Context: an optimization exercise on an open-source flow, tuned for small area and a short achievable clock period. The choices shown serve that exercise and are no tape-out recipe. In this exercise RTL edits were held to simulation tests only and were not proved equivalent to the original. No driver is modelled on the clock port, so clock power and skew are understated where the tree is cut down; a real chip needs a root buffer or a tree. No activity file was given, so power comes from the tool's default toggle rates.

red:
Design commit_trace_buffer, start of the top module:
module commit_trace_buffer #(
  parameter int DATA_W = 32,
  parameter int REG_W  = 5,
  parameter int DEPTH  = 16,
  parameter int WRAP   = 0,
  parameter int INUM_W = 16
) (
  input  logic                      clk,
  input  logic                      rst,
  input  logic                      retire_valid,
  input  logic [DATA_W-1:0]         retire_pc,
  input  logic                      retire_halt,
  input  logic                      retire_regwrite,
  input  logic [REG_W-1:0]          retire_reg,
  input  logic [DATA_W-1:0]         retire_wdata,
  input  logic                      retire_memwrite,
  input  logic [DATA_W-1:0]         retire_memaddr,
  input  logic [DATA_W-1:0]         retire_memdata,
  output logic                      out_valid,
  input  logic                      out_ready,
  output logic [INUM_W-1:0]         out_inum,
  output logic [DATA_W-1:0]         out_pc,
  output logic [1:0]                out_kind,
  output logic [REG_W-1:0]          out_reg,
  output logic [DATA_W-1:0]         out_value,
  output logic [DATA_W-1:0]         out_addr,
  output logic [$clog2(DEPTH):0]    count,
  output logic                      overflow,
  output logic                      halted
);
  localparam int CNT_W = $clog2(DEPTH) + 1;
  ...
Size: ~3,700 cells after synthesis, ~1,900 flip-flops, about 270 I/O pins, ~0.068 sq mm of cells after synthesis.
clock: 5.0 ns
lec_check: 0
cap_margin: 20
core_margin: 2
core_utilization: 50
setup_slack_margin: 3.1
slew_margin: 20
standard.sh (not shown) runs the stock make flow with config.mk's settings and CLKGATE_MAP_FILE= SYNTH_SCRIPT=/design/flow/synth_recipe.tcl, a recipe that flattens the netlist after the stock synthesis.
==> flow/flow/run.sh <==
#!/bin/bash
# The standard layout (the standard.sh) with buf_2 port buffers and a clock tree without dummy
# loads whose sink clusters are driven by clkbuf_8; after CTS the tree's root buffer is replaced by
# four roots by the clk port (flow/split_root.tcl), then the standard flow routes and finishes.
# Tool output: standard_cts.log, split_root.log, standard_finish.log here, and ORFS's step logs.
set -euo pipefail
ARGS=(
  "BUFFER_PORTS_ARGS=-buffer_cell sky130_fd_sc_hd__buf_2"
  "CTS_ARGS=-sink_clustering_enable -repair_clock_nets -dont_use_dummy_load -root_buf sky130_fd_sc_hd__clkbuf_16 -buf_list sky130_fd_sc_hd__clkbuf_16 -sink_clustering_buffer sky130_fd_sc_hd__clkbuf_8 -sink_clustering_size 16 -sink_clustering_max_diameter 50"
)
bash standard.sh "${ARGS[@]}" cts > standard_cts.log 2>&1
R=orfs/results/${FLOW_PLATFORM}/commit_trace_buffer/base
SPLIT_ODB=$R/4_cts.odb openroad -no_init -exit flow/split_root.tcl > split_root.log 2>&1
touch $R/4_cts.sdc
bash standard.sh "${ARGS[@]}" finish > standard_finish.log 2>&1
Other scripts of this flow, unchanged in this note and not shown: flow/flow/split_root.tcl
Input changes introduced in blue (baseline for comparison: red):
- swapping 3.1 for 2.9 in SETUP_SLACK_MARGIN
## What came out
From red to blue the numbers moved as follows: routed wire length shrank by 45,000 um, hold slack ~0 delta, non-clock buffer count lower.
Clock buffer instance count of the final layout on blue is down relative to red.
Of blue and red, it is blue that has the lower global-route usage.
Power for blue: 0.50 mW down relative to red
Worst setup margin on blue is ahead of red.
Row post-synthesis to final-layout area growth: blue lower / red higher
Relative to red, fmax has increased by about 0.45% in blue.
Taking red over blue, the final non-filler cell total ratio works out to 1.06.
Via count ended up 9.0% lower on blue than on red.
Relative to blue, the following input files were edited for green:
- SETUP_SLACK_MARGIN: 2.9 -> 3.0
Findings:
Total number of sequential cells: green vs blue identical
Delta (green minus blue): number of buffers inserted by post-CTS setup repair fell by 1; sequential share of layout area now smaller.
Re worst setup slack: green is 0.025 ns down on blue.
When green is set beside blue, its non-filler instance count after layout turns out to be 2.8% larger.
Between blue and green, the worst hold slack figures differ only marginally.
Vias: green above blue
green ends up with a reported net switching power that is 2.1% higher than in blue.
diff inputs: green => orange
- changing CORE_UTILIZATION from 50 to 55
- changing SETUP_SLACK_MARGIN from 3.0 to 2.9
Results
Taking green as the reference, in orange utilization of the core after routing has increased; via count moved down; count of flip-flops with a built-in enable after synthesis essentially unchanged; total routing usage reported by global routing grew by 0.35 points.
Compared with green, internal power consumption in orange decreased slightly.
Wire length went down by a little under 10% going from green to orange.
Compared with green, orange shows a critical path depth that is 1 lower.
orange vs. green: area growth from synthesis to final layout went down by 4.2 points.
Relative to green, setup slack has increased by 0.0046 ns in orange.
orange vs green on final critical delay including setup and external delays: orange is the lower one.
Changes in purple relative to orange:
- CORE_UTILIZATION now 50, was 55
- SETUP_SLACK_MARGIN now 2.8, was 2.9
--- outcome ---
purple against orange: setup slack moved down, via count fell by about 3.2%, final cell count without fillers up 82, post-CTS setup-driven buffer insertion count increased by 29 relative to the old numbers.
[purple] share of power burned in the clock network rose 0.3 points relative to orange
Summary — worst-margin pin slew, purple relative to orange: lower, by 0.037 ns.
The global-route usage of purple falls short of that of orange by 2.3 points.
Area: purple vs orange -> purple smaller
As far as area occupied by registers is concerned, purple and orange perform about the same.
purple: area growth from synthesis to layout 0.76 points below orange

-- port drivers added, routing unchanged --
In the flow no input, the clock included, has a driving cell. The finished layouts below were timed again as built, in two steps. Step 1 (the two cells are an assumption about what drives the block):
set clk [get_ports {clk}]
set_driving_cell -lib_cell sky130_fd_sc_hd__clkbuf_16 $clk
set_driving_cell -lib_cell sky130_fd_sc_hd__buf_2 [delete_from_list [all_inputs] $clk]
Step 2 adds t to the input delays and takes it off the output delays; t is the mean of the earliest and latest rising clock arrival at the registers after step 1. Input paths then give back, and output paths get back, about the clock's delay inside the block. Three values: ideal ports, drivers, drivers and shift; two values: the first two.
| run | shift t [ns] | setup WS [ns] | hold WS [ns] | worst setup path at the end | latest minus earliest clock arrival (ns) |
|---|---|---|---|---|---|
| red | 0.611 | 2.828 / 2.787 / 2.209 | 0.494 / 0.494 / 0.494 | input to register | 0.155 / 0.154 |
| blue | 0.603 | 2.837 / 2.797 / 2.257 | 0.492 / 0.492 / 0.492 | input to register | 0.131 / 0.130 |
| green | 0.613 | 2.812 / 2.811 / 2.202 | 0.493 / 0.493 / 0.493 | input to register | 0.130 / 0.130 |
| orange | 0.617 | 2.817 / 2.777 / 2.228 | 0.495 / 0.495 / 0.495 | input to register | 0.118 / 0.118 |
| purple | 0.611 | 2.718 / 2.745 / 2.135 | 0.487 / 0.487 / 0.487 | input to register | 0.092 / 0.093 |
After both steps every run listed still meets setup and hold. The setup slack of red, which loses most, moves by -0.041 ns with the drivers and by -0.619 ns with both steps.
